This design comes from an exercise in tuning for small area and a short achievable clock period on the open sky130 flow, not from production work. In this exercise RTL edits were held to simulation tests only and were not proved equivalent to the original. Power is estimated from default activity; no workload was simulated.

Design bnn_neuron_top, start of the top module:
module bnn_neuron_top (
	input  wire                      clk,
	input  wire                      rstn,
	input  wire                      wr_en,
	input  bnn_pkg::store_sel_t      wr_sel,
	input  bnn_pkg::entry_addr_t     wr_addr,
	input  bnn_pkg::vec_t            wr_data,
	input  wire                      sample,
	input  bnn_pkg::entry_addr_t     addr,
	input  wire                      acc_clear,
	output bnn_pkg::acc_t            pre_activation,
	output logic                     fire
);
	logic [8-1:0]   wr_oh0;
	logic [8-1:0]   wr_oh1;
	logic [8-1:0]   wr_oh2;
	logic [128-1:0] rd_act;
	logic [128-1:0] rd_wgt;
	bnn_pkg::acc_t             thr_q;
	logic [7:0]                row0;
	logic [7:0]                row1;
	logic [7:0]                row2;
	neuron_param_store i_param_store (
		.clk      (clk),
		.wr_en    (wr_en),
		.wr_sel   (wr_sel),
		.wr_addr  (wr_addr),
		.wr_data  (wr_data),
		.addr     (addr),
		.thr_q    (thr_q),
		.vec_wr_q (wr_oh0),
		.rd_act   (rd_act),
		.rd_wgt   (rd_wgt)
	);
	xnor_popcount_tree i_popcount_tree (
		.clk  (clk),
		.act  (rd_act),
		.wgt  (rd_wgt),
		.row0 (row0),
		.row1 (row1),
		.row2 (row2)
	);
	always_ff @(posedge clk) begin
		wr_oh1 <= wr_oh0;
		wr_oh2 <= wr_oh1;
	end
	threshold_accumulator i_accumulator (
		.clk            (clk),
		.rstn           (rstn),
		.row0           (row0),
		.row1           (row1),
		.row2           (row2),
		.wr_oh2         (wr_oh2),
		.wr_oh1         (wr_oh1),
		.sample         (sample),
		.addr           (addr),
		.thr            (thr_q),
		.acc_clear      (acc_clear),
		.pre_activation (pre_activation),
		.fire           (fire)
  ...
Size in the first run: roughly 5100 cells after synthesis, roughly 2400 flip-flops, ~91000 sq um of cells after synthesis.
Settings: LEC_CHECK=0, ABC_CLOCK_PERIOD_IN_PS=3000, CAP_MARGIN=20, CORE_MARGIN=2, CORE_UTILIZATION=40, CTS_CLUSTER_DIAMETER=150, CTS_CLUSTER_SIZE=30, SETUP_SLACK_MARGIN=5.0, SLEW_MARGIN=20, TNS_END_PERCENT=100; clock period 8.0 ns.
run.sh (not shown) runs the stock make flow with config.mk's settings and CLKGATE_MAP_FILE= SYNTH_SCRIPT=/design/flow/synth_recipe.tcl, a recipe that flattens the netlist after the stock synthesis.
The baseline went through all stages and came out clean.
Change:
CTS_CLUSTER_DIAMETER = 100   (was 150)
Result: Core utilization went up by 0.14 points. Critical path depth does not change. First-iteration DRC count rose by about 0.7%. Total power went up by about 1.1%. Global-route usage came out higher by 0.41 points. Clock skew goes up by 0.011 ns. Setup slack loses 0.028 ns. Wire length goes up by 2.0%. Cell area rises by about 0.3%. Via count increases by 0.63%.
Change:
==> flow/flow/run.sh (new file) <==
#!/bin/bash
set -u
cfg="${FLOW_CONFIG:-config.mk}"
cp standard.sh standard.sh.txt
printf '\n# no adder cells\nexport ADDER_MAP_FILE =\n' >> "$cfg"
printf '# repair target\nexport SETUP_SLACK_MARGIN = 5.4\n' >> "$cfg"
printf '# plain port buffers\nexport BUFFER_PORTS_ARGS = -buffer_cell sky130_fd_sc_hd__buf_2\n' >> "$cfg"
bash standard.sh > standard.log 2>&1
status=$?
echo "standard.sh exit $status"
exit $status
==> flow/standard.sh (new file) <==
#!/bin/bash
# synth_recipe.tcl (not shown) runs the flow's synth.tcl, then flattens the netlist and writes it again
# the make line also repeats each setting of config.mk as NAME=value (left out here)
make -C /OpenROAD-flow-scripts/flow DESIGN_CONFIG=/design/flow/config.mk WORK_HOME=/design/flow/orfs CLKGATE_MAP_FILE= SYNTH_SCRIPT=/design/flow/synth_recipe.tcl "${@:-finish}"
BUFFER_PORTS_ARGS = -buffer_cell sky130_fd_sc_hd__buf_2   (was not set)
SETUP_SLACK_MARGIN = 5.4   (was 5.0)
TNS_END_PERCENT = 5   (was 100)
removed: flow/run.sh
=> Global-route usage rose by 0.80 points. Hold slack is about the same. Maximum frequency went up by a few percent. Total power shrinks slightly.

* * *

bnn_neuron_top, a different RTL version from the one above (not shown whole).
Size: about 5300 cells after synthesis, ~2400 flip-flops, ~160 I/O pins.
export LEC_CHECK = 0
export ABC_CLOCK_PERIOD_IN_PS = 3000
export CAP_MARGIN = 20
export CORE_MARGIN = 2
export CORE_UTILIZATION = 40
export CTS_CLUSTER_DIAMETER = 100
export CTS_CLUSTER_SIZE = 30
export SLEW_MARGIN = 20
export TNS_END_PERCENT = 100
export SETUP_SLACK_MARGIN = 5.15
export BUFFER_PORTS_ARGS = -buffer_cell sky130_fd_sc_hd__buf_2
create_clock -name core_clock -period 8.0 [get_ports {clk}]
standard.sh (not shown) runs the stock make flow with config.mk's settings and CLKGATE_MAP_FILE= SYNTH_SCRIPT=/design/flow/synth_recipe.tcl, a recipe that flattens the netlist after the stock synthesis.
==> flow/flow/run.sh <==
#!/bin/bash
set -u
cfg="${FLOW_CONFIG:-config.mk}"
cp standard.sh standard.sh.txt
printf '\n# no adder cells\nexport ADDER_MAP_FILE =\n' >> "$cfg"
printf '# repair target\nexport SETUP_SLACK_MARGIN = 5.15\n' >> "$cfg"
printf '# plain port buffers\nexport BUFFER_PORTS_ARGS = -buffer_cell sky130_fd_sc_hd__buf_2\n' >> "$cfg"
bash standard.sh > standard.log 2>&1
status=$?
echo "standard.sh exit $status"
exit $status
The starting point produced a clean layout.
Edit:
==> flow/flow/run.sh (replaced) <==
#!/bin/bash
# Standard layout, with two changes:
# - synthesis uses no full/half adder cells. The flow's extract_fa step maps
#   the carry-save popcount tree and the adders onto sky130 fa/ha cells,
#   whose sum output is slow; left as plain gates, ABC maps them to faster
#   xor/and-or logic. Registers are unchanged.
# - every port still gets its own buffer, but a plain buf_2 in place of the
#   delay buffer that buffer_ports picks by default (resizing may upsize it).
set -u
cfg="${FLOW_CONFIG:-config.mk}"
cp standard.sh standard.sh.txt
printf '\n# no adder cells\nexport ADDER_MAP_FILE =\n' >> "$cfg"
printf '# plain port buffers\nexport BUFFER_PORTS_ARGS = -buffer_cell sky130_fd_sc_hd__buf_2\n' >> "$cfg"
bash standard.sh > standard.log 2>&1
status=$?
echo "standard.sh exit $status"
exit $status
--- a/flow/config.mk
+++ b/flow/config.mk
@@ -12,4 +12,5 @@
 export CTS_CLUSTER_DIAMETER = 100
 export CTS_CLUSTER_SIZE = 30
+export SETUP_SLACK_MARGIN = 5.0
 export SLEW_MARGIN = 20
 export TNS_END_PERCENT = 100
@@ -17,6 +18,4 @@
 # no adder cells
 export ADDER_MAP_FILE =
-# repair target
-export SETUP_SLACK_MARGIN = 5.15
 # plain port buffers
 export BUFFER_PORTS_ARGS = -buffer_cell sky130_fd_sc_hd__buf_2
The new run passed the timing, DRC and antenna checks.
Worst setup slack is worse by 51 ps.
Power goes down by about 0.4%.
Sequential cell count does not change.
Routed wire length goes down by about 2.2%.
Clock power is about the same.
Non-clock buffer count goes down by 59.
Global-route usage goes down by 0.41 points.
Final cell count goes down by about 0.8%.
Critical path depth goes down by 5.

[static timing again, ports no longer ideal]
The flow's constraints put no driver on any port. The routed layouts listed below were extracted and timed again, unchanged, in two steps.
Step 1 (the two cells are an assumption about what drives the block):
set clk [get_ports {clk}]
set_driving_cell -lib_cell sky130_fd_sc_hd__clkbuf_16 $clk
set_driving_cell -lib_cell sky130_fd_sc_hd__buf_2 [delete_from_list [all_inputs] $clk]
Step 2 times the ports against the registers' clock, not the clock port: input delays grow and output delays shrink by t, the midpoint of the rising clock arrivals with the driver on.
Slacks: no drivers / after step 1 / after step 2; pairs: no drivers / after step 1.
run | t (ns) | slack for setup (ns) | latest minus earliest clock arrival (ns) | worst register clock-pin slew, ns
the first run of note 1 | 0.855 | 4.764 / 4.764 / 4.128 | 0.050 / 0.051 | 0.12 / 0.12
the second run of note 1 | 0.869 | 4.736 / 4.736 / 4.087 | 0.071 / 0.072 | 0.12 / 0.12
the third run of note 1 | 0.887 | 4.919 / 4.929 / 4.042 | 0.061 / 0.061 | 0.12 / 0.12
the first run of note 2 | 0.872 | 4.928 / 4.928 / 4.195 | 0.075 / 0.076 | 0.12 / 0.12
the second run of note 2 | 0.869 | 4.877 / 4.942 / 4.073 | 0.074 / 0.074 | 0.12 / 0.12
After both steps every run listed still meets setup and hold. For the third run of note 1, which loses most, drivers alone change the setup slack by +0.010 ns; drivers and shift together by -0.877 ns.
